From an optimization exercise on the open Yosys and OpenROAD flow, aimed at small area, a short achievable clock period and few clock cycles; shortcuts taken in it are not production practice.
Function was checked by simulation only, so behaviour that the tests miss may differ from the original.
Power and IR drop assume default switching activity.

**config.mk**
```make
export PLATFORM = sky130hd
export DESIGN_NAME = stream_top
export DESIGN_NICKNAME = stream_top
export VERILOG_FILES = /design/flow/design.v
export SDC_FILE = /design/flow/constraint.sdc
export NUM_CORES = 4
export LEC_CHECK = 0
export CAP_MARGIN = 20
export CORE_MARGIN = 2
export CORE_UTILIZATION = 40
export SLEW_MARGIN = 20
```
**constraint.sdc**
```tcl
create_clock -name core_clock -period 5.0 [get_ports {bus_clk}]
set_input_delay 1.0000 -clock core_clock [delete_from_list [all_inputs] [get_ports {bus_clk}]]
set_output_delay 1.0000 -clock core_clock [all_outputs]
set_load 0.01 [all_outputs]
```
**run.sh**
```bash
#!/bin/bash
# synth_recipe.tcl (not shown) runs the flow's synth.tcl, then flattens the netlist and writes it again
# the make line also repeats each setting of config.mk as NAME=value (left out here)
make -C /OpenROAD-flow-scripts/flow DESIGN_CONFIG=/design/flow/config.mk WORK_HOME=/design/flow/orfs CLKGATE_MAP_FILE= SYNTH_SCRIPT=/design/flow/synth_recipe.tcl finish
```
**design.v**
```verilog
`timescale 1ns/1ps
package stream_pkg;
  typedef logic [32-1:0] word_t;
  typedef logic [16-1:0] sample_t;
  typedef logic [7:0] byte_t;
  typedef logic [$clog2(32)-1:0] lite_idx_t;
  typedef logic [$clog2(32)-1:0] ram_addr_t;
  typedef logic [7*16-1:0] offsets_t;
endpackage
`timescale 1ns/1ps
module sync_fifo #(
  parameter int WIDTH = 16
) (
  input  logic             bus_clk,
  input  logic             rst_n,
  input  logic             clear,
  input  logic             wr_en,
  input  logic [WIDTH-1:0] din,
  input  logic             rd_en,
  output logic [WIDTH-1:0] dout,
  output logic             full,
  output logic             empty
);
  logic [WIDTH-1:0] mem0;
  logic [WIDTH-1:0] mem1;
  logic             wr_ptr;
  logic             rd_ptr;
  logic             do_wr;
  logic             do_rd;
  assign do_wr = wr_en && !full;
  assign do_rd = rd_en && !empty;
  assign dout  = rd_ptr ? mem1 : mem0;
  always_ff @(posedge bus_clk)
  begin
    if (do_wr && !wr_ptr)
      mem0 <= din;
    if (do_wr && wr_ptr)
      mem1 <= din;
  end
  always_ff @(posedge bus_clk or negedge rst_n)
  begin
    if (!rst_n)
    begin
      wr_ptr <= 1'b0;
      rd_ptr <= 1'b0;
      full   <= 1'b0;
      empty  <= 1'b1;
    end
    else if (clear)
    begin
      wr_ptr <= 1'b0;
      rd_ptr <= 1'b0;
      full   <= 1'b0;
      empty  <= 1'b1;
    end
    else
    begin
      if (do_wr)
        wr_ptr <= !wr_ptr;
      if (do_rd)
        rd_ptr <= !rd_ptr;
      if (do_wr && !do_rd)
      begin
        empty <= 1'b0;
        full  <= !empty;
      end
      else if (do_rd && !do_wr)
      begin
        full  <= 1'b0;
        empty <= !full;
      end
    end
  end
endmodule
`timescale 1ns/1ps
module lite_regs (
  input  logic                 bus_clk,
  input  logic                 rst_n,
  input  logic                 bus_wren,
  input  logic [4-1:0] bus_wstrb,
  input  logic                 bus_rden,
  input  stream_pkg::lite_idx_t bus_addr,
  input  stream_pkg::word_t    bus_wr_data,
  output stream_pkg::word_t    bus_rd_data,
  output stream_pkg::offsets_t offsets
);
  stream_pkg::word_t lane_mem [32];
  logic [32-1:0] written;
  stream_pkg::word_t wr_masked;
  always_comb
  begin
    for (int l = 0; l < 4; l++)
      wr_masked[8*l +: 8] = bus_wstrb[l] ? bus_wr_data[8*l +: 8] : 8'h00;
  end
  always_ff @(posedge bus_clk)
  begin
    for (int e = 0; e < 32; e++)
    begin
      for (int l = 0; l < 4; l++)
      begin
        if (bus_wren && bus_addr == e && (bus_wstrb[l] || !written[e]))
          lane_mem[e][8*l +: 8] <= wr_masked[8*l +: 8];
      end
    end
  end
  always_ff @(posedge bus_clk or negedge rst_n)
  begin
    if (!rst_n)
      written <= '0;
    else if (bus_wren)
      written[bus_addr] <= 1'b1;
  end
  always_ff @(posedge bus_clk or negedge rst_n)
  begin
    if (!rst_n)
      bus_rd_data <= '0;
    else if (bus_rden)
      bus_rd_data <= written[bus_addr] ? lane_mem[bus_addr] : '0;
  end
  always_comb
  begin
    for (int k = 0; k < 7; k++)
      offsets[16*k +: 16] =
        written[k] ? lane_mem[k][16-1:0] : '0;
  end
endmodule
`timescale 1ns/1ps
module byte_ram (
  input  logic                  bus_clk,
  input  logic                  rst_n,
  input  logic                  wren,
  input  stream_pkg::byte_t     wdata,
  input  logic                  rden,
  input  stream_pkg::ram_addr_t addr,
  output stream_pkg::byte_t     rdata
);
  stream_pkg::byte_t mem [32];
  always_ff @(posedge bus_clk)
  begin
    if (wren)
      mem[addr] <= wdata;
  end
  always_ff @(posedge bus_clk or negedge rst_n)
  begin
    if (!rst_n)
      rdata <= '0;
    else if (rden)
      rdata <= mem[addr];
  end
endmodule
`timescale 1ns/1ps
module offset_stage (
  input  logic                 bus_clk,
  input  logic                 rst_n,
  input  logic                 restart,
  input  stream_pkg::offsets_t offsets,
  output stream_pkg::sample_t  sum
);
  logic [2:0] idx;
  always_ff @(posedge bus_clk or negedge rst_n)
  begin
    if (!rst_n)
    begin
      idx <= 3'd7;
      sum <= '0;
    end
    else if (restart)
    begin
      idx <= 3'd0;
      sum <= '0;
    end
    else if (idx != 3'd7)
    begin
      idx <= idx + 3'd1;
      sum <= sum + offsets[16*idx +: 16];
    end
  end
endmodule
`timescale 1ns/1ps
module stream_chain (
  input  logic                 bus_clk,
  input  logic                 rst_n,
  input  logic                 w32_open,
  input  logic                 r32_open,
  input  logic                 w32_wren,
  input  stream_pkg::word_t    w32_data,
  input  logic                 r32_rden,
  input  stream_pkg::sample_t  offset_sum,
  output logic                 w32_full,
  output stream_pkg::word_t    r32_data,
  output logic                 r32_empty
);
  logic                flush;
  logic                pop;
  stream_pkg::sample_t head;
  stream_pkg::sample_t out_q;
  assign flush = !(w32_open && r32_open);
  assign pop   = r32_rden && !r32_empty && !flush;
  sync_fifo #(.WIDTH(16)) i_fifo (
    .bus_clk(bus_clk), .rst_n(rst_n), .clear(flush),
    .wr_en(w32_wren), .din(w32_data[16-1:0]), .rd_en(r32_rden),
    .dout(head), .full(w32_full), .empty(r32_empty)
  );
  always_ff @(posedge bus_clk or negedge rst_n)
  begin
    if (!rst_n)
      out_q <= '0;
    else if (pop)
      out_q <= head + offset_sum;
  end
  assign r32_data = {{(32 - 16){1'b0}}, out_q};
endmodule
`timescale 1ns/1ps
module stream_top (
  input  logic                   bus_clk,
  input  logic                   rst_n,
  input  logic                   w32_open,
  input  logic                   w32_wren,
  input  logic [31:0]            w32_data,
  input  logic                   r32_open,
  input  logic                   r32_rden,
  input  logic                   lite_wren,
  input  logic [3:0]             lite_wstrb,
  input  logic                   lite_rden,
  input  logic [31:0]            lite_addr,
  input  logic [31:0]            lite_wr_data,
  input  logic                   mem_wren,
  input  logic [7:0]             mem_wdata,
  input  logic                   mem_rden,
  input  logic [4:0]             mem_addr,
  output logic                   w32_full,
  output logic [31:0]            r32_data,
  output logic                   r32_empty,
  output logic [31:0]            lite_rd_data,
  output logic [7:0]             mem_rdata
);
  stream_pkg::offsets_t offsets;
  stream_pkg::sample_t  offset_sum;
  logic                 offsets_written;
  lite_regs i_lite_regs (
    .bus_clk(bus_clk), .rst_n(rst_n),
    .bus_wren(lite_wren), .bus_wstrb(lite_wstrb), .bus_rden(lite_rden),
    .bus_addr(lite_addr[6:2]),
    .bus_wr_data(lite_wr_data), .bus_rd_data(lite_rd_data),
    .offsets(offsets)
  );
  assign offsets_written = lite_wren && (lite_addr[6:2] < 5'(7));
  offset_stage i_sum (
    .bus_clk(bus_clk), .rst_n(rst_n), .restart(offsets_written),
    .offsets(offsets), .sum(offset_sum)
  );
  byte_ram i_byte_ram (
    .bus_clk(bus_clk), .rst_n(rst_n), .wren(mem_wren), .wdata(mem_wdata),
    .rden(mem_rden), .addr(mem_addr), .rdata(mem_rdata)
  );
  stream_chain i_chain (
    .bus_clk(bus_clk), .rst_n(rst_n), .w32_open(w32_open), .r32_open(r32_open),
    .w32_wren(w32_wren), .w32_data(w32_data), .r32_rden(r32_rden),
    .offset_sum(offset_sum), .w32_full(w32_full), .r32_data(r32_data),
    .r32_empty(r32_empty)
  );
endmodule
```
==> results.txt, run 1 <==
I/O Buffers=137; Critical Path AT=4.60 ns; first-pass GRT wire length=293000 µm; worst rel slew slack=24.2%; vias per cell=6.28; Post-Place Cells=5750; crit path time final=4.14 ns; initial antenna violation count=8; Worst Path Max Fanout=15; max-slew violation count=0; Netlist cell types=88; Post-Layout Cell Count=6022; register area=42200 µm²; Filler cells=12200; FF+latch count, synth=1423; Synth Area per Inst=16.1 µm²; Pleak=22.1 nW; num ports=197; DR WL/cell=35.6 µm; CP endpoint kind=flop; Setup Fix Bufs, Post-CTS=0; DP Area=63200 µm²; Multi-input gate area=14600 µm²; final RePlAce weighted congestion=1.12; PwrDens=432 nW/µm²; Clk pin slew, worst setup/hold paths=0.06 ns; HP Class=in -> async; Initial Utilization=40.3%; Least-Margin Pin Slew=1.13 ns; Final period util=82.9%; cts hold-fix bufs=0; GRT overflow=0; overall power=29.4 mW; startpoint class of the critical path=input pin; final net count=4166; clk_skew=0.0730 ns; CP top delay family=buffers and inverters; EDFF count, synth=1312; CTS tree=yes; dominant synthesized flop cell=edfxtp_1; P&R area growth vs syn=17.6%; Warnings, synthesis=6; post-route setup slack=0.855 ns; drt first pass iters=5; reg2reg path depth=14; DR vias=37800; status=timing/DRC/antenna clean; Critical Path Stages=9; critical setup path kind=in -> reg; post-synthesis sequential area ratio=73.0%; layout cells sized above 1=18.2%; clk root buf=clkbuf_16; final hold vios=0; dpl hpwl=145000 µm; die width=384 µm; Detailed Route WL=214000 µm; Max stage delay on crit path=0.80 ns; worst hold margin=0.294 ns; CTS Buffer Depth=3; final setup TNS=0 ns; Max Cap Violations=0; worst vdd ir=0.000296 V; worst-skew pair later-pin latency=0.83 ns; CORE AREA=143000 µm²; Top cell by count, worst path=buf_4; number of global-route vias before repair=36100; Post-synth ARST share=7.80%; post-cts sizing count=0; synthesized cell area=57800 µm²; Crit-path slowest cell=nor3_1; Achievable Freq=0.241 GHz; total track usage=28.8%; Post-Syn Instances=3589; initial drt markers=6042; Routed Antenna Nets=0; Rows=139; final core utilization=47.4%; worst path cell trace=clkdlybuf4s50_1, buf_4, ha_2, nand2_1, buf_4, nor3_1, nand2_1, a21oi_1, buf_4; H-tree depth reported by CTS=4; CP required=5.45 ns; Buf/Inv on CP=4; Clock Sink Count=1423; RSZ-0062 raised after global routing=false; Design Area, Final=67900 µm²; Die Y=384 µm; DP Worst Slack=0.354 ns; Setup violations, final=0; DRC viols=0; largest net degree at the start of global routing=70; die area=148000 µm²; TritonCTS Buffers=149
## cell families after synthesis
logic type	after synthesis	share of synthesized area, %
other cells	1	0.00649
mux	299	7.04
simple gates	608	5.27
buf+inv	276	2.18
flops	1423	73.0
xor+xnor	25	0.379
fa+ha+maj	44	0.979
compound gates	913	11.1
## layer usage
layer / global-route usage (%) / vias up / wire length, µm / share of wire (%)
li1: - / 15300 / - / -
met1: 39.7 / 19300 / 83700 / 39
met2: 42.1 / 2616 / 92900 / 43
met3: 7.98 / 529 / 26000 / 12
met4: 14.0 / 4 / 11800 / 5.5
met5: 0 / - / 27 / 0.013
## synthesized netlist by cell type (10+ instances only)
cell	instances	area share, %
nand3_1	45	0.39
dfrtp_1	107	4.6
xnor2_1	15	0.23
nand4_1	20	0.22
a31oi_1	12	0.13
xor2_1	10	0.15
a22o_1	25	0.38
o2bb2ai_1	16	0.24
buf_1	21	0.14
nand2b_1	13	0.14
o32ai_1	28	0.42
a221oi_1	52	0.79
nand2_1	169	1.1
ha_1	42	0.91
a21o_1	32	0.42
buf_4	34	0.44
and4_1	10	0.15
inv_1	42	0.27
mux2_2	44	0.86
a32o_1	11	0.19
nor2b_1	14	0.15
mux4_2	81	3.2
a2111oi_0	15	0.23
o211ai_1	15	0.19
nor3_1	29	0.25
and4b_1	11	0.19
o22ai_1	63	0.68
o21bai_1	19	0.25
nand3b_1	11	0.14
a32oi_1	20	0.30
o2111ai_1	10	0.15
o221ai_1	19	0.29
a21oi_1	232	2.0
buf_2	63	0.55
o21ai_0	51	0.44
clkbuf_1	111	0.72
mux2i_1	173	3.0
nor2_1	177	1.1
a211oi_1	19	0.25
a22oi_1	203	2.6
and2_1	40	0.43
edfxtp_1	1312	68
## placed cells by master, fill, tap and decap left out, drive strengths merged, types with 52 or more instances in the layout
| cell type | instances |
|---|---|
| clkdlybuf4s50 | 126 |
| nand2 | 169 |
| o22ai | 63 |
| nor2 | 178 |
| a21oi | 232 |
| clkbuf | 200 |
| mux4 | 81 |
| inv | 52 |
| a221oi | 53 |
| mux2i | 173 |
| dfrtp | 107 |
| a22oi | 203 |
| edfxtp | 1312 |
| buf | 351 |
## final cells by class
type | instances | area share [%]
clock inverter | 66 | 0.961
inverter | 43 | 0.238
multi-input combinational | 1905 | 21.4
clock buffer | 200 | 5.92
tap | 1903 | 3.50
sequential | 1423 | 62.1
antenna | 5 | 0.0184
timing repair buffer | 477 | 5.85
## path summary, 6_finish.rpt
kind                                                     from                                      end  slack (ns)
worst max register to register       i_sum.idx[0]$_DFFE_PN1P_                i_sum.sum[14]$_DFFE_PN0P_        1.07
worst min register to register  i_chain.out_q[11]$_DFFE_PN0P_            i_chain.out_q[11]$_DFFE_PN0P_        0.48
worst min-delay path                                    rst_n  i_lite_regs.bus_rd_data[11]$_DFFE_PN0P_        0.29
max in group asynchronous                               rst_n      i_lite_regs.written[22]$_DFFE_PN0P_        3.61
min in group core_clock         i_chain.out_q[11]$_DFFE_PN0P_            i_chain.out_q[11]$_DFFE_PN0P_        0.48
worst max-delay path                             lite_addr[2]   i_lite_regs.lane_mem[13][19]$_DFFE_PP_        0.86
## worst reg2reg max path: cells and delay by family (launching register included)
kind                     cells  cell delay (ns)
multiplexers                 1             0.21
adder cells (fa/ha/maj)      2             0.65
AND/OR/NAND/NOR              4             0.84
flip-flops                   1             0.69
AO/OA/AOI/OAI                6             1.36
buffers and inverters        1             0.07
## report_power, final
group          internal (mW)  total (mW)  leakage (nW)  switching (mW)
logic                   1.82        4.53          7.77            2.71
clock network           6.10        10.8          2.27            4.75
registers               13.4        14.0          12.1           0.543
total                   21.4        29.4          22.1            8.00
## flip-flops by register name, summed over array words and instances (netlist names), 3 cells and up
register                 count
i_byte_ram.mem             256
i_lite_regs.bus_rd_data     32
i_chain.i_fifo.mem0         16
i_lite_regs.written         32
i_byte_ram.rdata             8
i_lite_regs.lane_mem      1024
i_chain.i_fifo.mem1         16
i_sum.sum                   16
i_chain.out_q               16
i_sum.idx                    3
Testbench counts, summed over its fixed seeds: cycles 2,056.
==> run 2: changes to the inputs <==
--- a/design.v
+++ b/design.v
@@ -84,9 +84,22 @@
   output stream_pkg::word_t    bus_rd_data,
   output stream_pkg::offsets_t offsets
 );
-  stream_pkg::word_t lane_mem [32];
+  stream_pkg::word_t        lane_mem [32];
   logic [32-1:0] written;
-  stream_pkg::word_t wr_masked;
+  logic [32-1:0] hit;
+  logic [3:0]               dec_lo;
+  logic [7:0]               dec_hi;
+  stream_pkg::word_t        wr_masked;
+  stream_pkg::word_t        rd_mux;
+  always_comb
+  begin
+    for (int i = 0; i < 4; i++)
+      dec_lo[i] = (bus_addr[1:0] == 2'(i));
+    for (int i = 0; i < 8; i++)
+      dec_hi[i] = (bus_addr[4:2] == 3'(i));
+    for (int e = 0; e < 32; e++)
+      hit[e] = dec_hi[e / 4] && dec_lo[e % 4];
+  end
   always_comb
   begin
     for (int l = 0; l < 4; l++)
@@ -98,7 +111,7 @@
     begin
       for (int l = 0; l < 4; l++)
       begin
-        if (bus_wren && bus_addr == e && (bus_wstrb[l] || !written[e]))
+        if (bus_wren && hit[e] && (bus_wstrb[l] || !written[e]))
           lane_mem[e][8*l +: 8] <= wr_masked[8*l +: 8];
       end
     end
@@ -108,14 +121,20 @@
     if (!rst_n)
       written <= '0;
     else if (bus_wren)
-      written[bus_addr] <= 1'b1;
+      written <= written | hit;
+  end
+  always_comb
+  begin
+    rd_mux = '0;
+    for (int e = 0; e < 32; e++)
+      rd_mux = rd_mux | (lane_mem[e] & {32{hit[e] && written[e]}});
   end
   always_ff @(posedge bus_clk or negedge rst_n)
   begin
     if (!rst_n)
       bus_rd_data <= '0;
     else if (bus_rden)
-      bus_rd_data <= written[bus_addr] ? lane_mem[bus_addr] : '0;
+      bus_rd_data <= rd_mux;
   end
   always_comb
   begin
@@ -156,23 +175,37 @@
   input  stream_pkg::offsets_t offsets,
   output stream_pkg::sample_t  sum
 );
-  logic [2:0] idx;
-  always_ff @(posedge bus_clk or negedge rst_n)
-  begin
-    if (!rst_n)
-    begin
-      idx <= 3'd7;
-      sum <= '0;
+  logic [7-1:0] step;
+  logic                      carry;
+  stream_pkg::sample_t       pick;
+  logic [8:0]                lo_next;
+  always_comb
+  begin
+    pick = '0;
+    for (int k = 0; k < 7; k++)
+      pick = pick | (offsets[16*k +: 16] & {16{step[k]}});
+  end
+  assign lo_next = {1'b0, sum[7:0]} + {1'b0, pick[7:0]};
+  always_ff @(posedge bus_clk or negedge rst_n)
+  begin
+    if (!rst_n)
+    begin
+      step  <= '0;
+      carry <= 1'b0;
+      sum   <= '0;
     end
     else if (restart)
     begin
-      idx <= 3'd0;
-      sum <= '0;
-    end
-    else if (idx != 3'd7)
-    begin
-      idx <= idx + 3'd1;
-      sum <= sum + offsets[16*idx +: 16];
+      step  <= 7'(1);
+      carry <= 1'b0;
+      sum   <= '0;
+    end
+    else
+    begin
+      step      <= step << 1;
+      carry     <= lo_next[8];
+      sum[7:0]  <= lo_next[7:0];
+      sum[15:8] <= sum[15:8] + pick[15:8] + 8'(carry);
     end
   end
 endmodule
@@ -198,15 +231,15 @@
   assign pop   = r32_rden && !r32_empty && !flush;
   sync_fifo #(.WIDTH(16)) i_fifo (
     .bus_clk(bus_clk), .rst_n(rst_n), .clear(flush),
-    .wr_en(w32_wren), .din(w32_data[16-1:0]), .rd_en(r32_rden),
-    .dout(head), .full(w32_full), .empty(r32_empty)
+    .wr_en(w32_wren), .din(w32_data[16-1:0] + offset_sum),
+    .rd_en(r32_rden), .dout(head), .full(w32_full), .empty(r32_empty)
   );
   always_ff @(posedge bus_clk or negedge rst_n)
   begin
     if (!rst_n)
       out_q <= '0;
     else if (pop)
-      out_q <= head + offset_sum;
+      out_q <= head;
   end
   assign r32_data = {{(32 - 16){1'b0}}, out_q};
 endmodule
==> run 2 against run 1 <==
Effect of this change:
- setup slack improved by 0.60 ns
- sequential cell count increased by 5
- hold slack got worse by 0.081 ns
- still clean
- critical path type unchanged
- die area decreased by 5.2%
==> results.txt, run 2 <==
status=timing/DRC/antenna clean; clk root buf=clkbuf_16; EDFF count, synth=1312 (unchanged); vias per cell=6.27 (about the same); Final period util=70.8% (-12 points); reg-to-reg slack, setup=1.54 ns (+0.47 ns); largest family of logic cells by synthesized area=compound AO/OA/AOI/OAI gates; cts hold-fix bufs=0 (unchanged); register area=42300 µm² (+0.29%); num ports=197 (unchanged); Largest Register=i_lite_regs.lane_mem; Max stage delay on crit path=0.78 ns (-0.02 ns); Buf/Inv on CP=2 (-2); Regs by FF count=i_lite_regs.lane_mem x1024, i_byte_ram.mem x256; largest net degree at the start of global routing=61 (-13%); Clock Sink Count=1428 (+0.35%); die area=140000 µm² (-5.2%); worst vdd ir=0.000318 V (+7.5%); XOR/XNOR share of the synthesized area=0.368% (-0.011 points); number of global-route vias before repair=32200 (-11%); Routed Antenna Nets=0 (unchanged); post-synthesis compound-gate area fraction=11.5% (+0.34 points); crit path time final=3.54 ns (-0.605 ns); FF+latch count, synth=1428 (+0.35%); Filler cells=11500 (-5.9%); Achievable Freq=0.282 GHz (+17%); CP top delay family=simple AND/OR/NAND/NOR gates; P&R area growth vs syn=17.0%; PwrDens=417 nW/µm² (-3.5%); Worst Path Max Fanout=18 (+3); Die Y=374 µm (-2.6%); CTS tree=yes; final setup TNS=0 ns (unchanged); I/O Buffers=137 (unchanged); Setup Fix Bufs, Post-CTS=0 (unchanged); Clk pin slew, worst setup/hold paths=0.06 ns (about the same); Design Area, Final=64100 µm² (-5.7%); GRT overflow=0 (unchanged); drt first pass iters=7 (+2); final RePlAce weighted congestion=0.974 (-13%); HP Class=in -> async; Synth Area per Inst=17.4 µm² (+8.1%); worst rel slew slack=18.9% (-5.2 points); reg-to-reg startpoint=i_lite_regs.written[1]$_DFFE_PN0P_; initial antenna violation count=8 (unchanged); Multi-input gate area=11400 µm² (-22%); final core utilization=47.2% (-0.11 points); Crit-path slowest cell=clkdlybuf4s50_1; total track usage=25.2% (-3.6 points); FF-to-FF End=i_sum.sum[14]$_DFF_PN0_; max-slew violation count=0 (unchanged); Critical Path AT=4.19 ns (-0.41 ns); Yosys top cell by area=edfxtp_1; startpoint class of the critical path=input pin; dpl hpwl=107000 µm (-27%); die width=374 µm (-2.6%); worst hold margin=0.213 ns (-0.0810 ns); Synth Area in Simple Gates=4.83% (-0.44 points); Setup violations, final=0 (unchanged); Post-synth ARST share=8.12% (+0.32 points); Pleak=20.2 nW (-8.7%); DR vias=33700 (-11%); critical setup path kind=in -> reg; adder-cell share of the synthesized area=0.832% (-0.15 points); top cell type's share of synthesized area=71.9% (+3.8 points); Detailed Route WL=179000 µm (-17%); Least-Margin Pin Slew=1.22 ns (+0.0837 ns); CTS Buffer Depth=3 (unchanged); CP endpoint kind=flop; Netlist cell types=62 (-30%); post-synthesis mux area share=3.02% (-4.0 points); worst path cell trace=clkdlybuf4s50_1, and2_1, and3_2, buf_12, a22o_1, a221oi_1, nand4_1, o32a_1; final hold vios=0 (unchanged); overall power=26.7 mW (-9.0%); clk_skew=0.0444 ns (-0.0286 ns); initial drt markers=4891 (-19%); RSZ-0062 raised after global routing=false; dominant synthesized flop cell=edfxtp_1; DP Area=59300 µm² (-6.2%); most numerous cell in the Yosys netlist=edfxtp_1; commonest non-fill, non-tap cell in the layout=edfxtp_1; most frequent cells in the layout=edfxtp_1, buf_4, a22o_1, a221oi_1; TritonCTS Buffers=148 (-0.67%); CP required=5.65 ns (+0.20 ns); Max Cap Violations=0 (unchanged); post-synthesis sequential area ratio=77.3% (+4.3 points); Rows=135 (-2.9%); CORE AREA=136000 µm² (-5.5%); H-tree depth reported by CTS=4 (unchanged); Post-Syn Instances=3145 (-12%); Warnings, synthesis=6 (unchanged); Synth area leaders=edfxtp_1, dfrtp_1, a22o_1; most frequent cells after synthesis=edfxtp_1, a22o_1, a221oi_1; synthesized cell area=54800 µm² (-5.2%); max reg flops=1024 (unchanged); Initial Utilization=40.4% (+0.10 points); layout cells sized above 1=15.7% (-2.5 points); worst-skew pair later-pin latency=0.79 ns (-0.04 ns); reg2reg path depth=13 (-1); DRC viols=0 (unchanged); first-pass GRT wire length=248000 µm (-15%); final net count=3619 (-13%); post-cts sizing count=0 (unchanged); DR WL/cell=33.4 µm (-6.3%)
==> run 2: cell count changes after synthesis, moves of 46 or more <==
cell and change:
nor2_1 -104, nand4_1 +76, o22ai_1 -61, a21oi_1 -77, mux2i_1 -136, nand2_1 -46, a22o_1 +152, a221oi_1 +116
a22oi_1 -52
==> run 2: worst reg2reg max path: cells and delay by family (launching register included) <==
family                   cells  cell delay [ns]
flip-flops                   1             0.49
AND/OR/NAND/NOR              3             0.71
XOR/XNOR                     1             0.16
adder cells (fa/ha/maj)      2             0.63
buffers and inverters        2             0.37
AO/OA/AOI/OAI                5             0.98
==> run 2: layer usage <==
| layer | track usage (%) | vias up | part of all wire, % |
|---|---|---|---|
| li1 | - | 13600 | - |
| met1 | 34.5 | 17300 | 39 |
| met3 | 6.08 | 431 | 11 |
| met4 | 8.61 | 8 | 3.9 |
| met2 | 39.5 | 2275 | 46 |
| met5 | 0 | - | 0.030 |
==> run 2: power by group <==
part / leakage [nW] / switching, mW / total [mW] / internal, mW
clock network: 2.29 / 4.66 / 10.7 / 6.00
registers: 12.1 / 0.346 / 13.9 / 13.5
logic: 5.78 / 1.28 / 2.18 / 0.898
total: 20.2 / 6.29 / 26.7 / 20.4
==> run 2: kinds of logic after synthesis <==
family / count (synthesis)
xor gates and xnor gates: 23
other: 1
DFF: 1428
muxes: 96
adders and majority gates: 34
buffers and inverters: 241
AOI/OAI and AO/OA: 812
and+or+nand+nor: 510
==> run 2: worst max path at each step <==
stage          cells past startpoint  slack [ns]                                      end                          startpoint
2_1_floorplan                      6        1.75          i_byte_ram.mem[13][0]$_DFFE_PP_                         mem_addr[0]
3_3_place_gp                       8        0.83  i_lite_regs.bus_rd_data[22]$_DFFE_PN0P_                        lite_addr[4]
3_5_place_dp                       8        0.85  i_lite_regs.bus_rd_data[17]$_DFFE_PN0P_                        lite_addr[4]
4_1_cts                           13        1.57                  i_sum.sum[14]$_DFF_PN0_  i_lite_regs.written[0]$_DFFE_PN0P_
5_1_grt                           13        1.39                  i_sum.sum[14]$_DFF_PN0_  i_lite_regs.written[0]$_DFFE_PN0P_
6_report                           8        1.46   i_lite_regs.bus_rd_data[6]$_DFFE_PN0P_                        lite_addr[4]
==> run 2: through the flow <==
step	std cells	setup WS, ns
6_report	5365	1.46
5_1_grt	5364	1.39
4_1_cts	5362	1.57
3_5_place_dp	5091	0.848
3_3_place_gp	5091	0.829
2_1_floorplan	3160	1.75
==> run 2: layout make-up <==
class / count / area share, %
Timing Repair Buffer: 370 / 5.30
Tap cell: 1781 / 3.48
Antenna cell: 1 / 0.00390
Clock buffer: 202 / 6.40
Inverter: 23 / 0.135
Sequential cell: 1428 / 66.0
Clock inverter: 69 / 0.923
Multi-Input combinational cell: 1491 / 17.8
Testbench counts of run 2, summed over its fixed seeds: cycles 2,056.
==> run 3: changes to the inputs <==
--- a/config.mk
+++ b/config.mk
@@ -8,4 +8,5 @@
 export CAP_MARGIN = 20
 export CORE_MARGIN = 2
 export CORE_UTILIZATION = 40
+export SETUP_SLACK_MARGIN = 2.5
 export SLEW_MARGIN = 20
==> run 3 against run 2 <==
Effect of this change:
- final cell count is 1.5% higher
- clock skew grew 0.019 ns
- design area up 6.0%
- global-route usage up 0.67 points
- sequential power about the same
- still clean
- total power increased by 2.8%
- count of clock-buffer cells in the layout shrank 4
- sequential share of layout area down 3.7 points
- critical path type unchanged
==> results.txt, run 3 <==
commonest non-fill, non-tap cell in the layout=edfxtp_1; final hold vios=0 (unchanged); top cell type's share of synthesized area=71.9% (unchanged); uppermost layer routed=met5; Largest Register=i_lite_regs.lane_mem; Max Cap Violations=0 (unchanged); Post-synth ARST share=8.12% (unchanged); DR vias=34100 (+1.2%); EDFF count, synth=1312 (unchanged); synthesized cell area=54800 µm² (unchanged); DR WL met3=21000 µm (+5.4%); RSZ-0062 raised after global routing=true; vias per cell=6.25 (-0.33%); DP Worst Slack=0.841 ns (-0.00696 ns); dpl hpwl=106000 µm (-0.55%); Max stage delay on crit path=0.67 ns (-0.11 ns); I/O Buffers=137 (unchanged); CTS tree=yes; Clk pin slew, worst setup/hold paths=0.06 ns (about the same); Warnings, synthesis=6 (unchanged); total track usage=25.9% (+0.67 points); max reg flops=1024 (unchanged); reg-to-reg startpoint=i_lite_regs.written[0]$_DFFE_PN0P_; crit path time final=2.62 ns (-0.917 ns); die width=374 µm (unchanged); Design Area, Final=68000 µm² (+6.0%); worst hold margin=0.263 ns (+0.0504 ns); CP startpoint=lite_wren; max-slew violation count=0 (unchanged); DR WL met2=84900 µm (+3.6%); first-pass GRT wire length=254000 µm (+2.5%); Crit-path slowest cell=clkdlybuf4s50_1; Critical Path AT=3.06 ns (-1.13 ns); Yosys top cell by area=edfxtp_1; reg2reg path depth=13 (unchanged); clk root buf=clkbuf_16; Netlist cell types=62 (unchanged); Achievable Freq=0.381 GHz (+35%); worst vdd ir=0.000335 V (+5.2%); Rows=135 (unchanged); FF+latch count, synth=1428 (unchanged); largest family of logic cells by synthesized area=compound AO/OA/AOI/OAI gates; worst rel slew slack=26.8% (+7.9 points); Critical Path Stages=6 (-2); number of global-route vias before repair=32500 (+0.86%); DRC viols=0 (unchanged); layout cells sized above 1=27.6% (+12 points); Synth Area in Simple Gates=4.83% (unchanged); Buf/Inv on CP=3 (+1); CORE AREA=136000 µm² (unchanged); most frequent cells after synthesis=edfxtp_1, a22o_1, a221oi_1; final core utilization=50.1% (+2.9 points); P&R area growth vs syn=24.1%; CP endpoint kind=flop; largest net degree at the start of global routing=55 (-9.8%); overall power=27.5 mW (+2.8%); Worst Path Max Fanout=8 (-10); Clock Sink Count=1428 (unchanged); DR WL/cell=33.9 µm (+1.6%); initial drt markers=5037 (+3.0%); die area=140000 µm² (unchanged); final net count=3694 (+2.1%); met1 WL=71300 µm (+1.8%); HP Class=in -> async; Setup crit end=i_lite_regs.lane_mem[4][12]$_DFFE_PP_; Initial Utilization=40.4% (unchanged); most numerous cell in the Yosys netlist=edfxtp_1; Post-Syn Instances=3145 (unchanged); CTS Buffer Depth=3 (unchanged); post-synthesis sequential area ratio=77.3% (unchanged); post-synthesis compound-gate area fraction=11.5% (unchanged); most frequent cells in the layout=edfxtp_1, buf_4, a22o_1, clkbuf_16, a22oi_1; Filler cells=11000 (-4.1%); adder-cell share of the synthesized area=0.832% (unchanged); status=timing/DRC/antenna clean; post-synthesis mux area share=3.02% (unchanged); Setup violations, final=0 (unchanged); XOR/XNOR share of the synthesized area=0.368% (unchanged); critical setup path kind=in -> reg; TritonCTS Buffers=147 (-0.68%); final setup TNS=0 ns (unchanged); CP required=5.44 ns (-0.21 ns); num ports=197 (unchanged); H-tree depth reported by CTS=4 (unchanged); Post-Layout Cell Count=5446 (+1.5%); clk_skew=0.0632 ns (+0.0188 ns); Least-Margin Pin Slew=1.10 ns (-0.118 ns); Synth Area per Inst=17.4 µm² (unchanged); Synth area leaders=edfxtp_1, dfrtp_1, a22o_1; worst-skew pair later-pin latency=0.79 ns (about the same); reg-to-reg slack, setup=2.39 ns (+0.85 ns); drt first pass iters=6 (-1); Routed Antenna Nets=0 (unchanged); startpoint class of the critical path=input pin; FF-to-FF End=i_sum.sum[14]$_DFF_PN0_; Die Y=374 µm (unchanged); Final period util=52.5% (-18 points); Pleak=21.2 nW (+5.2%); GRT overflow=0 (unchanged); Detailed Route WL=185000 µm (+3.1%); post-route setup slack=2.38 ns (+0.917 ns); CP top delay family=buffers and inverters; DP Area=59900 µm² (+1.0%); Post-Place Cells=5007 (-1.6%); worst path cell trace=clkdlybuf4s50_1, nor3b_4, buf_4, buf_4, nand3_2, a21oi_4; Top cell by count, worst path=buf_4; dominant synthesized flop cell=edfxtp_1; Regs by FF count=i_lite_regs.lane_mem x1024, i_byte_ram.mem x256; PwrDens=404 nW/µm² (-3.1%); initial antenna violation count=12 (+4); final RePlAce weighted congestion=0.955 (-1.9%)
-- run 3: layer usage --
layer | up-vias | GRT usage, %
met5 | - | 0
met4 | 10 | 9.24
met3 | 460 | 6.62
met2 | 2330 | 40.5
met1 | 17400 | 35.1
li1 | 13800 | -
-- run 3: layout make-up --
| class | count | area [µm²] | share of cell area [%] |
|---|---|---|---|
| repair buffers | 431 | 4470 | 6.57 |
| well taps | 1781 | 2230 | 3.28 |
| diodes | 5 | 12.5 | 0.0184 |
| repair inverters | 1 | 7.51 | 0.0110 |
| clock buffers | 198 | 3990 | 5.87 |
| multi-input cells | 1505 | 14000 | 20.6 |
| clock inverters | 74 | 815 | 1.20 |
| inverters | 23 | 95.1 | 0.140 |
| flip-flops and latches | 1428 | 42300 | 62.3 |
-- run 3: worst reg2reg max path, stage by stage, from the launching register on --
cell      delay, ns
dfrtp_2        0.41
and2_4         0.15
buf_12         0.13
a22oi_2        0.15
and4_4         0.27
fa_2           0.22
inv_2          0.04
fa_2           0.33
a21o_1         0.17
a21oi_2        0.14
o21bai_1       0.08
a21oi_1        0.16
xor2_1         0.15
nor2_1         0.05
-- run 3: how the worst min path moves through the flow --
stage | start | end | cells after the start
floorplan | i_sum.step[0]$_DFF_PN0_ | i_sum.step[1]$_DFF_PN0_ | 1
global placement | i_sum.step[0]$_DFF_PN0_ | i_sum.step[1]$_DFF_PN0_ | 1
detailed placement | i_sum.step[3]$_DFF_PN0_ | i_sum.step[4]$_DFF_PN0_ | 1
CTS | rst_n | i_lite_regs.bus_rd_data[31]$_DFFE_PN0P_ | 1
global route | rst_n | i_lite_regs.bus_rd_data[31]$_DFFE_PN0P_ | 1
finish | rst_n | i_lite_regs.bus_rd_data[27]$_DFFE_PN0P_ | 1
-- run 3: logic make-up after synthesis --
logic type / after synthesis
DFF: 1428
AOI/OAI and AO/OA: 812
and+or+nand+nor: 510
buffers and inverters: 241
muxes: 96
adders and majority gates: 34
xor gates and xnor gates: 23
other: 1
-- run 3: what timing repair did --
| item | 4_1_cts | 5_1_grt |
|---|---|---|
| hold buffers | 0 | 0 |
| pin swaps | 60 | 40 |
| cloned | 14 | 1 |
| buffers inserted | 113 | 31 |
| resized for setup | 375 | 52 |
| setup endpoints to repair | 1165 | 527 |
-- run 3: report_power, final --
part / leakage (nW) / internal (mW) / total [mW] / switching, mW
registers: 12.1 / 13.5 / 14.0 / 0.413
logic: 6.80 / 1.09 / 2.65 / 1.56
clock network: 2.33 / 6.14 / 10.9 / 4.71
==> run 4: changes to the inputs <==
==> flow/run.sh (new file) <==
#!/bin/bash
# Standard layout, with the port buffers made from buf_4 instead of the
# default delay buffer, and sizing not held to each cell's footprint.
set -euo pipefail
bash standard.sh MATCH_CELL_FOOTPRINT=0 "BUFFER_PORTS_ARGS=-buffer_cell sky130_fd_sc_hd__buf_4" finish > standard_make.log 2>&1
==> standard.sh (new file) <==
#!/bin/bash
# synth_recipe.tcl (not shown) runs the flow's synth.tcl, then flattens the netlist and writes it again
# the make line also repeats each setting of config.mk as NAME=value (left out here)
make -C /OpenROAD-flow-scripts/flow DESIGN_CONFIG=/design/flow/config.mk WORK_HOME=/design/flow/orfs CLKGATE_MAP_FILE= SYNTH_SCRIPT=/design/flow/synth_recipe.tcl "${@:-finish}"
removed: run.sh
==> run 4 against run 3 <==
Effect of this change:
- global-route usage down 0.44 points
- maximum frequency down 2.3%
- first-iteration DRC count down 3.6%
- clock skew down 0.0050 ns
- core utilization down 1.3 points
- combinational power down 6%
- total power about the same
- routed wire length up 0.14%
- clock power about the same
- sequential cell count unchanged
- register-to-register slack worse by 0.08 ns
==> results.txt, run 4 <==
max-slew violation count=0 (unchanged); Clock Sink Count=1428 (unchanged); Setup violations, final=0 (unchanged); Design Area, Final=66100 µm² (-2.7%); crit path time final=2.69 ns (+0.0628 ns); total track usage=25.5% (-0.44 points); Least-Margin Pin Slew=1.18 ns (+0.0866 ns); Achievable Freq=0.372 GHz (-2.3%); GRT overflow=0 (unchanged); initial drt markers=4857 (-3.6%); die area=140000 µm² (unchanged); overall power=27.5 mW (about the same); I/O Buffers=137 (unchanged); die width=374 µm (unchanged); H-tree depth reported by CTS=4 (unchanged); largest net degree at the start of global routing=64 (+16%); CP required=5.61 ns (+0.17 ns); worst vdd ir=0.000339 V (+1.4%); startpoint class of the critical path=flop; worst hold margin=0.221 ns (-0.0421 ns); clk root buf=clkbuf_16; M2 GR Usage=39.3% (-1.2 points); Critical Path AT=3.30 ns (+0.24 ns); Max Cap Violations=0 (unchanged); most frequent cells after synthesis=edfxtp_1, a22o_1, a221oi_1; Worst Path Max Fanout=3 (-5); Routed Antenna Nets=0 (unchanged); Regs by FF count=i_lite_regs.lane_mem x1024, i_byte_ram.mem x256; vias per cell=6.32 (+1.0%); TritonCTS Buffers=148 (+0.68%); most frequent cells in the layout=edfxtp_1, buf_4, a22o_1, clkbuf_16, a22oi_1; Clk pin slew, worst setup/hold paths=0.06 ns (about the same); DR vias=33600 (-1.4%); first-pass GRT wire length=250000 µm (-1.6%); Post-Syn Instances=3145 (unchanged); worst-skew pair later-pin latency=0.80 ns (about the same); Synth Area per Inst=17.4 µm² (unchanged); Post-synth ARST share=8.12% (unchanged); DRC viols=0 (unchanged); number of global-route vias before repair=31900 (-1.6%); final hold vios=0 (unchanged); Warnings, synthesis=6 (unchanged); EDFF count, synth=1312 (unchanged); PwrDens=415 nW/µm² (+2.8%); most numerous cell in the Yosys netlist=edfxtp_1; CTS tree=yes; synthesized cell area=54800 µm² (unchanged); P&R area growth vs syn=20.8%; Largest Register=i_lite_regs.lane_mem; num ports=197 (unchanged); dpl hpwl=106000 µm (-0.12%); CP endpoint kind=flop; clk_skew=0.0582 ns (-0.00502 ns); Pleak=20.4 nW (-3.8%); GR Util met1=35.3% (+0.19 points); Detailed Route WL=185000 µm (+0.14%); top cell type's share of synthesized area=71.9% (unchanged); final setup TNS=0 ns (unchanged); Global Route met3 Usage=6.36% (-0.26 points); post-synthesis sequential area ratio=77.3% (unchanged); Final period util=53.7% (+1.3 points); GRT Max-Usage Layer=met2; FF+latch count, synth=1428 (unchanged); commonest non-fill, non-tap cell in the layout=edfxtp_1; DR WL/cell=34.8 µm (+2.6%); HP Class=in -> async; layout cells sized above 1=27.9% (+0.33 points); DP Area=59300 µm² (-1.1%); final net count=3564 (-3.5%); CTS Buffer Depth=3 (unchanged); Initial Utilization=40.4% (unchanged); initial antenna violation count=5 (-7); Synth area leaders=edfxtp_1, dfrtp_1, a22o_1; max reg flops=1024 (unchanged); final RePlAce weighted congestion=0.972 (+1.8%); Netlist cell types=62 (unchanged); Filler cells=11300 (+1.9%); CORE AREA=136000 µm² (unchanged); Yosys top cell by area=edfxtp_1; drt first pass iters=6 (unchanged); worst rel slew slack=21.0% (-5.8 points); Die Y=374 µm (unchanged); Rows=135 (unchanged); RSZ-0062 raised after global routing=true; status=timing/DRC/antenna clean; dominant synthesized flop cell=edfxtp_1; critical setup path kind=reg -> reg
==> run 4: where the power goes <==
group	internal, mW	total (mW)	switching, mW
clock	6.16	11.0	4.84
sequential	13.5	14.0	0.430
combinational	1.00	2.50	1.50
total	20.7	27.5	6.77
==> run 4: stage by stage <==
step	std cells	setup slack (ns)	util, %
after detailed placement	4944	1.33	43.7
final	5316	2.31	48.8
after floorplan	3160	2.22	-
after CTS	5250	2.29	47.9
after global placement	4944	1.33	43.7
after global routing	5315	2.19	48.8
==> run 4: per-layer routing <==
metal | wire length, µm | vias up
met1 | 73300 | 17400
met4 | 6370 | 8
met2 | 84400 | 2218
met3 | 20700 | 390
met5 | 95 | -
li1 | - | 13500
==> run 4: path summary, 6_finish.rpt <==
kind	cells after the start	startpoint	slack (ns)	to
min reg2reg	2	i_chain.out_q[15]$_DFFE_PN0P_	0.48	i_chain.out_q[15]$_DFFE_PN0P_
max	12	i_lite_regs.written[4]$_DFFE_PN0P_	2.31	i_sum.sum[7]$_DFF_PN0_
min	1	rst_n	0.22	i_lite_regs.bus_rd_data[30]$_DFFE_PN0P_
min in group core_clock	2	i_chain.out_q[15]$_DFFE_PN0P_	0.48	i_chain.out_q[15]$_DFFE_PN0P_
max in group asynchronous	2	rst_n	3.67	i_chain.i_fifo.empty$_DFFE_PN1P_
max reg2reg	12	i_lite_regs.written[4]$_DFFE_PN0P_	2.31	i_sum.sum[7]$_DFF_PN0_
==> run 4: layout make-up <==
type	count	area, µm²	share of cell area, %
Sequential cell	1428	42300	64.0
Multi-Input combinational cell	1500	13900	21.0
Inverter	23	97.6	0.148
Clock buffer	200	4060	6.14
Antenna cell	1	2.50	0.00378
Clock inverter	77	805	1.22
Tap cell	1781	2230	3.37
Timing Repair Buffer	306	2730	4.13
==> run 4: repair_timing <==
| item | 4_1_cts | 5_1_grt |
|---|---|---|
| gates cloned | 2 | 7 |
| setup endpoints to repair | 538 | 580 |
| pin swaps | 25 | 54 |
| hold buffers | 0 | 0 |
| resized for setup | 120 | 73 |
| buffers inserted | 27 | 54 |
==> run 4: cells by family (layout without fill, tap and decap cells) <==
kind of cell    count (synthesis)  after routing  synth area share (%)
simple gates                  510            519                  4.83
xor+xnor                       23             23                 0.368
compound gates                812            812                  11.5
mux                            96             96                  3.02
buf+inv                       241            606                  2.20
flops                        1428           1428                  77.3
fa+ha+maj                      34             34                 0.832
other cells                     1             17               0.00685
==> run 4: worst max-delay path: stages, from the launching register on <==
cell	delay, ns
dfrtp_2	0.43
and2_4	0.19
buf_12	0.13
buf_4	0.14
buf_4	0.13
a22oi_2	0.15
nand4_1	0.26
ha_4	0.34
nand2_1	0.10
o21ai_2	0.08
o41ai_2	0.31
xor2_1	0.18
nor2_1	0.06
==> run 5: changes to the inputs <==
--- a/design.v
+++ b/design.v
@@ -175,37 +175,43 @@
   input  stream_pkg::offsets_t offsets,
   output stream_pkg::sample_t  sum
 );
+  localparam int SLICES = 16 / 4;
   logic [7-1:0] step;
-  logic                      carry;
+  logic [SLICES-2:0]         carry;
   stream_pkg::sample_t       pick;
-  logic [8:0]                lo_next;
+  logic [4:0]                slice_next [SLICES];
   always_comb
   begin
     pick = '0;
     for (int k = 0; k < 7; k++)
       pick = pick | (offsets[16*k +: 16] & {16{step[k]}});
-  end
-  assign lo_next = {1'b0, sum[7:0]} + {1'b0, pick[7:0]};
+    for (int s = 0; s < SLICES; s++)
+      slice_next[s] = {1'b0, sum[4*s +: 4]} + {1'b0, pick[4*s +: 4]} +
+                      5'((s > 0) ? carry[(s > 0) ? s-1 : 0] : 1'b0);
+  end
   always_ff @(posedge bus_clk or negedge rst_n)
   begin
     if (!rst_n)
     begin
       step  <= '0;
-      carry <= 1'b0;
+      carry <= '0;
       sum   <= '0;
     end
     else if (restart)
     begin
       step  <= 7'(1);
-      carry <= 1'b0;
+      carry <= '0;
       sum   <= '0;
     end
     else
     begin
-      step      <= step << 1;
-      carry     <= lo_next[8];
-      sum[7:0]  <= lo_next[7:0];
-      sum[15:8] <= sum[15:8] + pick[15:8] + 8'(carry);
+      step <= step << 1;
+      for (int s = 0; s < SLICES; s++)
+      begin
+        sum[4*s +: 4] <= slice_next[s][3:0];
+        if (s < SLICES - 1)
+          carry[s] <= slice_next[s][4];
+      end
     end
   end
 endmodule
==> run 5 against run 4 <==
Effect of this change:
- still clean
- register-to-register slack improved by 0.09 ns
- count of clock-buffer cells in the layout rose by 6
- synthesized cell count rose by 1.3%
- critical path depth fell by 8
- critical endpoint is now i_lite_regs.lane_mem[20][9]$_DFFE_PP_
- largest cell class unchanged
==> results.txt, run 5 <==
final RePlAce weighted congestion=0.999 (+2.8%); clk root buf=clkbuf_16; CTS Buffer Depth=3 (unchanged); post-route setup slack=2.23 ns (-0.0828 ns); FF+latch count, synth=1430 (+0.14%); P&R area growth vs syn=18.4%; CP endpoint kind=flop; Routed Antenna Nets=0 (unchanged); overall power=27.6 mW (+0.41%); Clock Sink Count=1430 (+0.14%); I/O Buffers=137 (unchanged); DR vias=33200 (-1.3%); RSZ-0062 raised after global routing=true; Post-synth ARST share=8.25% (+0.13 points); top cell type's share of synthesized area=71.6% (-0.40 points); Largest Register=i_lite_regs.lane_mem; final hold vios=0 (unchanged); dpl hpwl=104000 µm (-1.6%); die width=375 µm (+0.28%); synthesized cell area=55100 µm² (+0.56%); HP Class=in -> async; CP required=5.39 ns (-0.22 ns); Yosys top cell by area=edfxtp_1; critical setup path kind=in -> reg; logic gate share of total power=8.2% (-0.9 points); initial drt markers=4554 (-6.2%); met1 WL=71200 µm (-2.9%); commonest non-fill, non-tap cell in the layout=edfxtp_1; startpoint class of the critical path=input pin; vias per cell=6.23 (-1.3%); CTS tree=yes; Multi-input gate area=13100 µm² (-5.6%); num ports=197 (unchanged); H-tree depth reported by CTS=4 (unchanged); CORE AREA=137000 µm² (+0.99%); worst rel slew slack=25.2% (+4.2 points); crit path time final=2.77 ns (+0.0828 ns); TritonCTS Buffers=150 (+1.4%); sw frac=23.8% (-0.90 points); status=timing/DRC/antenna clean; layout cells sized above 1=23.5% (-4.4 points); Initial Utilization=40.2% (-0.17 points); die area=141000 µm² (+0.55%); Detailed Route WL=181000 µm (-2.3%); post-synthesis sequential area ratio=76.9% (-0.34 points); Achievable Freq=0.361 GHz (-3.0%); sequential power share=50.6% (-0.2 points); NetSw=6.55 mW (-3.2%); most numerous cell in the Yosys netlist=edfxtp_1; EDFF count, synth=1312 (unchanged); largest net degree at the start of global routing=64 (unchanged); final core utilization=47.6% (-1.2 points); clock share of power=41.2% (+1.2 points); DR WL met3=19500 µm (-5.4%); final setup TNS=0 ns (unchanged); clk_skew=0.0676 ns (+0.00942 ns); reg-to-reg slack, setup=2.40 ns (+0.09 ns); Internal=21.0 mW (+1.6%); Synth Area per Inst=17.3 µm² (-0.77%); cts hold-fix bufs=0 (unchanged); Final period util=55.4% (+1.7 points); Max Cap Violations=0 (unchanged); Rows=136 (+0.74%); Synth area leaders=edfxtp_1, dfrtp_1, a22oi_1; Post-Syn Instances=3187 (+1.3%); Least-Margin Pin Slew=1.12 ns (-0.0629 ns); first-pass GRT wire length=248000 µm (-0.74%); Filler cells=11500 (+2.1%); Clk pin slew, worst setup/hold paths=0.06 ns (about the same); Warnings, synthesis=7 (+1); Post-Place Cells=4999 (+1.1%); Setup violations, final=0 (unchanged); DRC viols=0 (unchanged); worst vdd ir=0.000397 V (+17%); DR WL met2=82500 µm (-2.3%); max reg flops=1024 (unchanged); DR WL/cell=33.9 µm (-2.4%); worst hold margin=0.294 ns (+0.0728 ns); Regs by FF count=i_lite_regs.lane_mem x1024, i_byte_ram.mem x256; Worst Path Max Fanout=13 (+10); Netlist cell types=70 (+13%); uppermost layer routed=met5; total track usage=25.2% (-0.28 points); number of global-route vias before repair=31900 (-0.16%); worst-skew pair later-pin latency=0.79 ns (about the same); PwrDens=423 nW/µm² (+1.9%); most frequent cells in the layout=edfxtp_1, a22oi_1, buf_4, clkbuf_16, nand2_1; Die Y=375 µm (+0.28%); register area=42400 µm² (+0.12%); DP Worst Slack=1.34 ns (+0.0155 ns); drt first pass iters=9 (+3); max-slew violation count=0 (unchanged); final net count=3559 (-0.14%); most frequent cells after synthesis=edfxtp_1, a22oi_1, a21oi_1; Pleak=20.1 nW (-1.7%); initial antenna violation count=8 (+3); Critical Path AT=3.16 ns (-0.14 ns); dominant synthesized flop cell=edfxtp_1; GRT overflow=0 (unchanged); Post-Layout Cell Count=5320 (+0.075%); DP Area=58900 µm² (-0.65%); Design Area, Final=65200 µm² (-1.4%)
[run 5: changes by cell type after synthesis, sizes merged, moves of 23 or more]
| cell | before | now |
|---|---|---|
| a22oi | 151 | 267 |
| a22o | 177 | 117 |
| clkbuf | 109 | 81 |
| buf | 109 | 138 |
| a221oi | 176 | 123 |
| nor2 | 73 | 96 |
[run 5: cell families (layout without fill, tap and decap cells)]
kind of cell / Yosys count / after routing / synth area share, %
AO/OA/AOI/OAI: 814 / 814 / 11.1
AND/OR/NAND/NOR: 539 / 542 / 5.20
other: 1 / 18 / 0.00681
XOR/XNOR: 21 / 21 / 0.334
buffers and inverters: 250 / 569 / 2.55
flip-flops: 1430 / 1430 / 76.9
adder cells (fa/ha/maj): 36 / 36 / 0.927
multiplexers: 96 / 96 / 2.97
[run 5: worst paths after layout]
| path | startpoint | endpoint | cells past startpoint |
|---|---|---|---|
| min in group core_clock | i_chain.out_q[9]$_DFFE_PN0P_ | i_chain.out_q[9]$_DFFE_PN0P_ | 2 |
| max in group asynchronous | rst_n | i_lite_regs.written[26]$_DFFE_PN0P_ | 2 |
| max reg2reg | i_lite_regs.written[8]$_DFFE_PN0P_ | i_lite_regs.bus_rd_data[13]$_DFFE_PN0P_ | 6 |
| max | lite_addr[3] | i_lite_regs.lane_mem[20][9]$_DFFE_PP_ | 4 |
| min | rst_n | i_chain.i_fifo.wr_ptr$_DFFE_PN0P_ | 1 |
| min reg2reg | i_chain.out_q[9]$_DFFE_PN0P_ | i_chain.out_q[9]$_DFFE_PN0P_ | 2 |
[run 5: layout make-up]
cell class,instances,share of cell area (%)
Inverter,31,0.188
Tap cell,1794,3.44
Clock inverter,70,1.27
Timing Repair Buffer,262,3.55
Antenna cell,2,0.00768
Sequential cell,1430,65.0
Multi-Input combinational cell,1525,20.1
Clock buffer,206,6.43
[run 5: metal layers]
| metal | track usage [%] | up-vias |
|---|---|---|
| met5 | 0.652 | - |
| li1 | - | 13500 |
| met3 | 5.74 | 419 |
| met4 | 9.40 | 14 |
| met2 | 39.0 | 2132 |
| met1 | 34.7 | 17100 |
[run 5: power groups by stage]
stage                     clock network, mW  registers (mW)  logic (mW)
after floorplan                           0            14.1        1.31
after global placement                    0            14.2        2.09
after detailed placement                  0            14.2        2.13
after CTS                              11.5            13.9        2.21
after global routing                   11.9            14.0        2.47
final                                  11.4            14.0        2.26
[run 5: worst max-delay path: stages]
cell and delay [ns]:
buf_4 0.18, nor3b_2 0.58, nand3_1 0.69, a21oi_4 0.70
[run 5: timing repair]
action	CTS	global route
pin swaps	6	7
gates cloned	1	2
endpoints found under the hold margin	0	0
endpoints found under the setup margin	256	496
buffers inserted	13	27
gates resized for setup	83	66
Testbench counts of run 5, summed over its fixed seeds: cycles 2,056.
==> run 6: changes to the inputs <==
==> run.sh (new file) <==
#!/bin/bash
# synth_recipe.tcl (not shown) runs the flow's synth.tcl, then flattens the netlist and writes it again
# the make line also repeats each setting of config.mk as NAME=value (left out here)
make -C /OpenROAD-flow-scripts/flow DESIGN_CONFIG=/design/flow/config.mk WORK_HOME=/design/flow/orfs CLKGATE_MAP_FILE= SYNTH_SCRIPT=/design/flow/synth_recipe.tcl finish
--- a/config.mk
+++ b/config.mk
@@ -8,5 +8,8 @@
 export CAP_MARGIN = 20
 export CORE_MARGIN = 2
 export CORE_UTILIZATION = 40
+export CTS_BUF_LIST = sky130_fd_sc_hd__clkbuf_16
+export CTS_CLUSTER_DIAMETER = 100
+export CTS_CLUSTER_SIZE = 20
 export SETUP_SLACK_MARGIN = 2.5
 export SLEW_MARGIN = 20
removed: flow/run.sh
removed: standard.sh
==> run 6 against run 5 <==
Effect of this change:
- sequential power hardly changed
- first-iteration DRC count is 23% higher
- still clean
- critical endpoint is now i_lite_regs.bus_rd_data[1]$_DFFE_PN0P_
- register-to-register slack better by 0.11 ns
==> results.txt, run 6 <==
initial drt markers=5606 (+23%); CORE AREA=137000 µm² (unchanged); Filler cells=11500 (+0.13%); total track usage=26.1% (+0.95 points); RSZ-0062 raised after global routing=true; Routed Antenna Nets=0 (unchanged); post-synthesis sequential area ratio=76.9% (unchanged); synthesized cell area=55100 µm² (unchanged); worst vdd ir=0.000312 V (-21%); Crit-path slowest cell=nor4_2; GRT overflow=0 (unchanged); Achievable Freq=0.389 GHz (+7.8%); Final period util=51.4% (-4.0 points); Clock Sink Count=1430 (unchanged); Internal=17.6 mW (-17%); Pleak=20.2 nW (+0.78%); commonest non-fill, non-tap cell in the layout=edfxtp_1; Synth Area per Inst=17.3 µm² (unchanged); Rows=136 (unchanged); sequential power share=59.6% (+9.0 points); cts hold-fix bufs=0 (unchanged); vias per cell=6.35 (+1.9%); CP endpoint kind=flop; Clk pin slew, worst setup/hold paths=0.08 ns (+0.02 ns); clock share of power=30.0% (-11 points); status=timing/DRC/antenna clean; H-tree depth reported by CTS=3 (-1); DR WL/cell=34.6 µm (+1.8%); drt first pass iters=9 (unchanged); HP Class=in -> async; FF+latch count, synth=1430 (unchanged); Multi-input gate area=13200 µm² (+0.72%); worst rel slew slack=26.9% (+1.7 points); Initial Utilization=40.2% (unchanged); Critical Path AT=3.18 ns (+0.02 ns); Max stage delay on crit path=0.53 ns (-0.17 ns); Warnings, synthesis=7 (unchanged); sw frac=24.8% (+1.0 points); DRC viols=0 (unchanged); Least-Margin Pin Slew=1.10 ns (-0.0255 ns); CP required=5.61 ns (+0.22 ns); Buf/Inv on CP=2 (+1); critical setup path kind=in -> reg; Setup violations, final=0 (unchanged); crit path time final=2.57 ns (-0.200 ns); I/O Buffers=137 (unchanged); clk root buf=clkbuf_16; dominant synthesized flop cell=edfxtp_1; max-slew violation count=0 (unchanged); startpoint class of the critical path=input pin; clk_skew=0.0691 ns (+0.00151 ns); Regs by FF count=i_lite_regs.lane_mem x1024, i_byte_ram.mem x256; final RePlAce weighted congestion=0.990 (-0.98%); die width=375 µm (unchanged); Netlist cell types=70 (unchanged); P&R area growth vs syn=17.9%; most frequent cells after synthesis=edfxtp_1, a22oi_1, a21oi_1; initial antenna violation count=9 (+1); die area=141000 µm² (unchanged); final net count=3688 (+3.6%); most numerous cell in the Yosys netlist=edfxtp_1; Largest Register=i_lite_regs.lane_mem; CTS Buffer Depth=3 (unchanged); Post-synth ARST share=8.25% (unchanged); max reg flops=1024 (unchanged); register area=42400 µm² (about the same); DR vias=34300 (+3.4%); num ports=197 (unchanged); Worst Path Max Fanout=12 (-1); logic gate share of total power=10.4% (+2.2 points); worst-skew pair later-pin latency=0.75 ns (-0.04 ns); Critical Path Stages=8 (+4); worst path cell trace=clkbuf_4, nor2b_4, buf_12, and3_2, a22oi_1, nand2_1, nor4_2, a31oi_1; Post-Place Cells=5072 (+1.5%); most frequent cells in the layout=edfxtp_1, a22oi_1, buf_4, nand2_1, a22o_1; Synth area leaders=edfxtp_1, dfrtp_1, a22oi_1; number of global-route vias before repair=32800 (+2.8%); top cell type's share of synthesized area=71.6% (unchanged); Yosys top cell by area=edfxtp_1; largest net degree at the start of global routing=65 (+1.6%); final hold vios=0 (unchanged); CTS tree=yes; EDFF count, synth=1312 (unchanged); PwrDens=360 nW/µm² (-15%); Post-Syn Instances=3187 (unchanged); CP top delay family=simple AND/OR/NAND/NOR gates; layout cells sized above 1=21.7% (-1.8 points); Post-Layout Cell Count=5394 (+1.4%); first-pass GRT wire length=257000 µm (+3.6%); NetSw=5.78 mW (-12%); final setup TNS=0 ns (unchanged); reg2reg path depth=8 (+2); Max Cap Violations=0 (unchanged); dpl hpwl=105000 µm (+0.36%); Die Y=375 µm (unchanged); Detailed Route WL=186000 µm (+3.3%); TritonCTS Buffers=82 (-45%)
[run 6: cell counts after synthesis]
No cell type changed its count.
[run 6: worst register-to-register path, cell delays in order, from the launching register on]
cell	delay (ns)
dfrtp_2	0.40
and2_4	0.29
buf_4	0.27
nand2_1	0.08
and4_1	0.23
fa_1	0.36
inv_1	0.11
fa_2	0.44
nor2b_1	0.13
[run 6: path summary, 6_finish.rpt]
kind | start | end | slack [ns]
setup / recovery | lite_addr[5] | i_lite_regs.bus_rd_data[1]$_DFFE_PN0P_ | 2.43
hold / removal | rst_n | i_lite_regs.bus_rd_data[30]$_DFFE_PN0P_ | 0.30
setup reg to reg | i_lite_regs.written[0]$_DFFE_PN0P_ | i_sum.sum[5]$_DFF_PN0_ | 2.51
hold reg to reg | i_chain.out_q[1]$_DFFE_PN0P_ | i_chain.out_q[1]$_DFFE_PN0P_ | 0.48
max in group asynchronous | rst_n | i_chain.out_q[15]$_DFFE_PN0P_ | 3.71
min in group core_clock | i_chain.out_q[1]$_DFFE_PN0P_ | i_chain.out_q[1]$_DFFE_PN0P_ | 0.48
[run 6: kinds of logic after synthesis]
group,count (synthesis),share of synthesized area [%]
adder cells (fa/ha/maj),36,0.927
flip-flops,1430,76.9
AO/OA/AOI/OAI,814,11.1
AND/OR/NAND/NOR,539,5.20
other,1,0.00681
XOR/XNOR,21,0.334
buffers and inverters,250,2.55
multiplexers,96,2.97
[run 6: what timing repair did]
action                     4_1_cts  5_1_grt
gates cloned                    19        2
setup endpoints to repair     1322      743
setup buffers                  125       16
resized for setup              266       51
pin swaps                       30       18
[run 6: power by group through the flow]
stage / Sequential (mW) / Clock [mW] / Combinational, mW
CTS: 13.9 / 7.08 / 2.36
finish: 13.9 / 6.99 / 2.43
global route: 14.0 / 7.49 / 2.64
detailed placement: 14.2 / 0 / 2.21
global placement: 14.2 / 0 / 2.16
floorplan: 14.1 / 0 / 1.31
[run 6: metrics by stage]
stage	power, mW	setup slack, ns	util, %	cell area, µm²	hold WS, ns
floorplan	15.4	2.29	-	56200	0.455
global placement	16.3	0.795	43.6	59700	0.459
detailed placement	16.4	0.767	43.6	59700	0.472
CTS	23.3	2.37	47.1	64500	0.290
global route	24.1	2.41	47.4	64900	0.309
finish	23.3	2.43	47.4	64900	0.297
[run 6: routing by layer]
metal  track usage (%)  routed length (µm)
met1              36.1               71700
met2              40.0               83600
met3              6.42               22200
met4              10.1                8900
met5                 0                  86
[run 6: layout make-up]
cell class	count	area share, %
repair inverters	2	0.0231
repair buffers	442	6.96
flip-flops and latches	1430	65.3
multi-input cells	1540	20.4
inverters	31	0.193
diodes	2	0.00771
clock inverters	71	0.571
well taps	1794	3.46
clock buffers	82	3.16
==> run 7: changes to the inputs <==
--- a/config.mk
+++ b/config.mk
@@ -8,8 +8,5 @@
 export CAP_MARGIN = 20
 export CORE_MARGIN = 2
 export CORE_UTILIZATION = 40
-export CTS_BUF_LIST = sky130_fd_sc_hd__clkbuf_16
-export CTS_CLUSTER_DIAMETER = 100
-export CTS_CLUSTER_SIZE = 20
 export SETUP_SLACK_MARGIN = 2.5
 export SLEW_MARGIN = 20
==> run 7 against run 6 <==
Effect of this change:
- non-clock buffer count decreased by 12
- setup slack improved by 0.0052 ns
- first-iteration DRC count decreased by 6.3%
- maximum frequency increased by 0.20%
- sequential power about the same
- critical path type unchanged
- critical endpoint is now i_lite_regs.bus_rd_data[11]$_DFFE_PN0P_
==> results.txt, run 7 <==
PwrDens=409 nW/µm² (+14%); reg-to-reg startpoint=i_lite_regs.written[28]$_DFFE_PN0P_; EDFF count, synth=1312 (unchanged); Internal=21.0 mW (+19%); crit path time final=2.56 ns (-0.00524 ns); DR WL/cell=34.1 µm (-1.3%); synthesized cell area=55100 µm² (unchanged); clk root buf=clkbuf_16; logic gate share of total power=8.8% (-1.6 points); Routed Antenna Nets=0 (unchanged); H-tree depth reported by CTS=4 (+1); P&R area growth vs syn=22.2%; worst vdd ir=0.000327 V (+4.8%); post-synthesis sequential area ratio=76.9% (unchanged); initial drt markers=5252 (-6.3%); die width=375 µm (unchanged); most frequent cells after synthesis=edfxtp_1, a22oi_1, a21oi_1; layout cells sized above 1=24.5% (+2.8 points); I/O Buffers=137 (unchanged); final setup TNS=0 ns (unchanged); Rows=136 (unchanged); post-synthesis compound-gate area fraction=11.1% (unchanged); cts hold-fix bufs=0 (unchanged); clock share of power=40.6% (+11 points); Synth Area in Simple Gates=5.20% (unchanged); number of global-route vias before repair=33300 (+1.6%); worst rel slew slack=27.6% (+0.71 points); Regs by FF count=i_lite_regs.lane_mem x1024, i_byte_ram.mem x256; final core utilization=49.1% (+1.7 points); FF+latch count, synth=1430 (unchanged); total track usage=26.3% (+0.13 points); adder-cell share of the synthesized area=0.927% (unchanged); CORE AREA=137000 µm² (unchanged); clk_skew=0.0484 ns (-0.0207 ns); drt first pass iters=10 (+1); vias per cell=6.31 (-0.74%); Post-synth ARST share=8.25% (unchanged); sequential power share=50.7% (-8.9 points); die area=141000 µm² (unchanged); max reg flops=1024 (unchanged); startpoint class of the critical path=input pin; top cell type's share of synthesized area=71.6% (unchanged); Setup crit end=i_lite_regs.bus_rd_data[11]$_DFFE_PN0P_; max-slew violation count=0 (unchanged); sw frac=23.9% (-0.92 points); most numerous cell in the Yosys netlist=edfxtp_1; final RePlAce weighted congestion=0.990 (unchanged); Final period util=51.3% (-0.10 points); Worst Path Max Fanout=16 (+4); Yosys top cell by area=edfxtp_1; DR vias=34700 (+1.3%); final hold vios=0 (unchanged); num ports=197 (unchanged); XOR/XNOR share of the synthesized area=0.334% (unchanged); largest net degree at the start of global routing=65 (unchanged); Post-Syn Instances=3187 (unchanged); DRC viols=0 (unchanged); Max Cap Violations=0 (unchanged); critical setup path kind=in -> reg; RSZ-0062 raised after global routing=true; GRT overflow=0 (unchanged); dominant synthesized flop cell=edfxtp_1; Pleak=21.1 nW (+4.4%); post-synthesis mux area share=2.97% (unchanged); CTS tree=yes; Synth Area per Inst=17.3 µm² (unchanged); largest family of logic cells by synthesized area=compound AO/OA/AOI/OAI gates; initial antenna violation count=11 (+2); Synth area leaders=edfxtp_1, dfrtp_1, a22oi_1; Clock Sink Count=1430 (unchanged); commonest non-fill, non-tap cell in the layout=edfxtp_1; Critical Path AT=3.22 ns (+0.04 ns); Netlist cell types=70 (unchanged); reg-to-reg slack, setup=2.55 ns (+0.04 ns); Least-Margin Pin Slew=1.09 ns (-0.0107 ns); most frequent cells in the layout=edfxtp_1, a22oi_1, buf_4, clkbuf_16, nand2_1; Achievable Freq=0.390 GHz (+0.20%); CP startpoint=lite_addr[2]; Warnings, synthesis=7 (unchanged); TritonCTS Buffers=150 (+83%); final net count=3743 (+1.5%); Post-Layout Cell Count=5504 (+2.0%); CP endpoint kind=flop; CTS Buffer Depth=3 (unchanged); NetSw=6.56 mW (+14%); Setup violations, final=0 (unchanged); Clk pin slew, worst setup/hold paths=0.06 ns (-0.02 ns); worst-skew pair later-pin latency=0.79 ns (+0.04 ns); Detailed Route WL=188000 µm (+0.75%); HP Class=in -> async; Post-Place Cells=5072 (unchanged); overall power=27.5 mW (+18%); Die Y=375 µm (unchanged); reg2reg path depth=6 (-2); Largest Register=i_lite_regs.lane_mem; FF-to-FF End=i_lite_regs.bus_rd_data[31]$_DFFE_PN0P_; CP required=5.66 ns (+0.05 ns); Initial Utilization=40.2% (unchanged); dpl hpwl=105000 µm (unchanged); first-pass GRT wire length=259000 µm (+0.55%); status=timing/DRC/antenna clean; worst hold margin=0.251 ns (-0.0458 ns)
run 7: cell counts after synthesis:
No cell type changed its count.
run 7: area by class of cell:
type | count | area (µm²)
tap | 1794 | 2240
antenna | 2 | 5.00
fill | 11300 | 69700
clock inverter | 77 | 871
clock buffer | 199 | 4050
timing repair buffer | 430 | 4420
multi-input combinational | 1539 | 13200
timing repair inverter | 2 | 15.0
inverter | 31 | 125
sequential | 1430 | 42400
run 7: worst min path at each step:
stage                                                         end  slack, ns
after CTS                 i_lite_regs.bus_rd_data[30]$_DFFE_PN0P_       0.24
after floorplan                           i_sum.step[1]$_DFF_PN0_       0.46
final                     i_lite_regs.bus_rd_data[30]$_DFFE_PN0P_       0.25
after global routing      i_lite_regs.bus_rd_data[30]$_DFFE_PN0P_       0.27
after global placement                    i_sum.step[1]$_DFF_PN0_       0.46
after detailed placement            i_chain.out_q[15]$_DFFE_PN0P_       0.47
run 7: metrics by stage:
step	setup WS [ns]	cell area, µm²
after floorplan	2.29	56200
after global placement	0.795	59700
after detailed placement	0.767	59700
after CTS	2.25	66700
after global routing	2.49	67300
final	2.44	67300
run 7: logic make-up after synthesis:
family	count (synthesis)
buf+inv	250
flops	1430
fa+ha+maj	36
compound gates	814
other cells	1
mux	96
simple gates	539
xor+xnor	21
run 7: worst max-delay path, stage by stage:
cell and delay [ns]:
clkbuf_4 0.28, and3b_4 0.32, and3_2 0.58, a221oi_1 0.52, nand4_1 0.15, o32a_1 0.37
run 7: power groups by stage:
stage	Clock [mW]	Sequential [mW]	Combinational (mW)
5_1_grt	11.8	14.0	2.62
3_5_place_dp	0	14.2	2.21
6_report	11.2	13.9	2.41
2_1_floorplan	0	14.1	1.31
4_1_cts	11.3	13.9	2.35
3_3_place_gp	0	14.2	2.16
run 7: repair_timing:
action / CTS / global route
pin swaps: 30 / 23
resized for setup: 271 / 68
buffers inserted: 109 / 26
endpoints found under the setup margin: 1245 / 564
gates cloned: 16 / 3
run 7: per-layer routing:
metal	wire length (µm)	vias to the layer above	global-route usage [%]
li1	-	13900	-
met1	72300	17900	36.0
met2	84400	2401	40.0
met3	22600	542	7.12
met4	8400	14	10.0
met5	143	-	0
